What follows belongs to an exercise in optimizing a design on an open flow for small area; a production flow would make more cautious choices. The RTL was checked by simulation tests, not by an equivalence proof against the original design. Power figures rest on the tool's default switching activity, not on a simulated workload.

Setup of run A:
## eqPath
module eqPath (
    input  logic      S_AXI_ACLK,
    input  logic      S_AXI_ARESETN,
    input  logic      hostWr,
    input  eqPathPkg::hostAddr_t hostAddr,
    input  eqPathPkg::hostData_t hostData,
    input  logic      ADC_SDO,
    output logic      ADC_SCK,
    output logic      ADC_SDI,
    output logic      ADC_CONV_CS,
    output logic      DAC_SCK,
    output logic      DAC_SDI,
    output logic      DAC_CONV_CS
);
    localparam logic [8:0] CNT_RST = 9'd281;
    logic [8:0] cnt;
    logic       tag;     
    logic adcWin, adcSck, sampleEn, adcSdi0, adcSdi1, dacWin, dacSck, dataWin, dacOne, dacTag, mulWin, gainLoad, jump0, jump1;
    assign adcWin   = (cnt[8] && cnt[7] && !cnt[6]);
    assign adcSck   = (cnt[8] && cnt[7] && cnt[1]);
    assign sampleEn = (cnt[7] && !cnt[6] && !cnt[1] && cnt[0]);
    assign adcSdi0  = (cnt[8] && cnt[7] && !cnt[6] && !cnt[5] && !cnt[4] && !cnt[3] && !cnt[2]);
    assign adcSdi1  = (cnt[8] && cnt[7] && !cnt[5] && !cnt[4] && !cnt[3] && cnt[2]);
    assign dacWin   = (!cnt[8] && !cnt[7]);
    assign dacSck   = (!cnt[8] && !cnt[7] && cnt[1]);
    assign dataWin  = (!cnt[7] && cnt[6]);
    assign dacOne   = (!cnt[8] && !cnt[7] && !cnt[4] && cnt[3]);
    assign dacTag   = (!cnt[7] && cnt[4] && cnt[3] && cnt[2]);
    assign mulWin   = (!cnt[7] && cnt[5] && cnt[4]);
  ...
clock: 10.0 ns
lec_check: 0
cap_margin: 0
core_margin: 2
core_utilization: 65
slew_margin: 0
standard.sh (not shown) runs the stock make flow with config.mk's settings and CLKGATE_MAP_FILE= SYNTH_SCRIPT=/design/flow/synth_recipe.tcl, a recipe that flattens the netlist after the stock synthesis.
==> flow/flow/run.sh <==
#!/bin/bash
set -euo pipefail
bash standard.sh "BUFFER_PORTS_ARGS=-buffer_cell sky130_fd_sc_hd__buf_1" RECOVER_POWER=100 "CTS_ARGS=-sink_clustering_enable -repair_clock_nets -buf_list sky130_fd_sc_hd__clkbuf_8 -dont_use_dummy_load -sink_clustering_size 24 -sink_clustering_max_diameter 150" finish > make.log 2>&1
Run A: flow completed, timing, DRC and antenna clean
Modified inputs, run B compared to run A
Settings: SLEW_MARGIN changed from 0 to 20; CAP_MARGIN changed from 0 to 20.
==> flow/flow/run.sh <==
#!/bin/bash
set -euo pipefail
bash standard.sh "BUFFER_PORTS_ARGS=-buffer_cell sky130_fd_sc_hd__buf_1" RECOVER_POWER=100 "CTS_ARGS=-sink_clustering_enable -repair_clock_nets -buf_list sky130_fd_sc_hd__clkbuf_8 -dont_use_dummy_load" finish > make.log 2>&1
Results
Compared run A against run B; clock network fraction of design power within noise.
Delta (run B minus run A): total global routing track utilization barely changed; minimum clock period after layout barely changed; final worst setup slack barely changed; xor/xnor share of the synthesized area barely changed; share of the clock period used by the worst path barely changed.
From run A to run B, number of buffers inserted by post-CTS setup repair did not move at all.
Input changes introduced in run C (baseline for comparison: run B):
Settings: a change of CAP_MARGIN from 20 to 0; a change of SLEW_MARGIN from 20 to 0.
==> flow/flow/run.sh <==
#!/bin/bash
set -euo pipefail
bash standard.sh "BUFFER_PORTS_ARGS=-buffer_cell sky130_fd_sc_hd__buf_1" RECOVER_POWER=100 "CTS_ARGS=-sink_clustering_enable -repair_clock_nets -buf_list sky130_fd_sc_hd__clkbuf_16 -dont_use_dummy_load -sink_clustering_size 48 -sink_clustering_max_diameter 200" finish > make.log 2>&1
Run B and run C all finish clean. Of run B and run C, the run reporting the higher wire length was run C. When run C is set beside run B, its sequential fraction of total cell area turns out to be 1.3 points smaller. Taking run C as 1.0, run B lands at 0.887 on power after layout. As far as number of clock-tree buffers in the layout goes, run B and run C are indistinguishable; the numbers are identical. Sequential share of power ended up 7.4 points lower on run C than on run B.
> inputs changed (run C -> run D)
Settings: CAP_MARGIN changed from 0 to 20; SLEW_MARGIN changed from 0 to 20; CTS_BUF_LIST newly set to sky130_fd_sc_hd__clkbuf_8.
==> flow/flow/run.sh <==
#!/bin/bash
# The standard ORFS layout, with the smallest buffer on the ports and
# downsizing of cells on paths with slack to spare.
set -euo pipefail
bash standard.sh "BUFFER_PORTS_ARGS=-buffer_cell sky130_fd_sc_hd__buf_1" RECOVER_POWER=100 finish > make.log 2>&1
## What came out
Between run D and run C, it is run D whose combinational share of power is higher, by 0.2 points.
As far as gate count of the mapped netlist goes, run C and run D are indistinguishable; the numbers are identical.
Summary — fmax, run D relative to run C: lower, by 0.30%.

## port drivers added, routing unchanged
In the flow no input, the clock included, has a driving cell. The finished layouts below were timed again as built, in two steps.
Step 1 (the two cells are an assumption about what drives the block):
set clk [get_ports {S_AXI_ACLK}]
set_driving_cell -lib_cell sky130_fd_sc_hd__clkbuf_16 $clk
set_driving_cell -lib_cell sky130_fd_sc_hd__buf_2 [delete_from_list [all_inputs] $clk]
Step 2 moves the port delays by t, midway between the first and last clock arrival at a register: inputs arrive t later, outputs are due t later. That takes back most of the time a late clock gives input paths.
Three values: no drivers, after step 1, after step 2; two values: the first two.
run	t (ns)	setup slack, ns	worst slew at a driven data input, ns
run A	0.370	2.777 / 2.777 / 2.777	0.03
run B	0.370	2.777 / 2.777 / 2.777	0.03
run C	0.360	2.790 / 2.790 / 2.790	0.03
run D	0.376	2.768 / 2.768 / 2.768	0.03
After both steps every run listed still meets setup and hold.
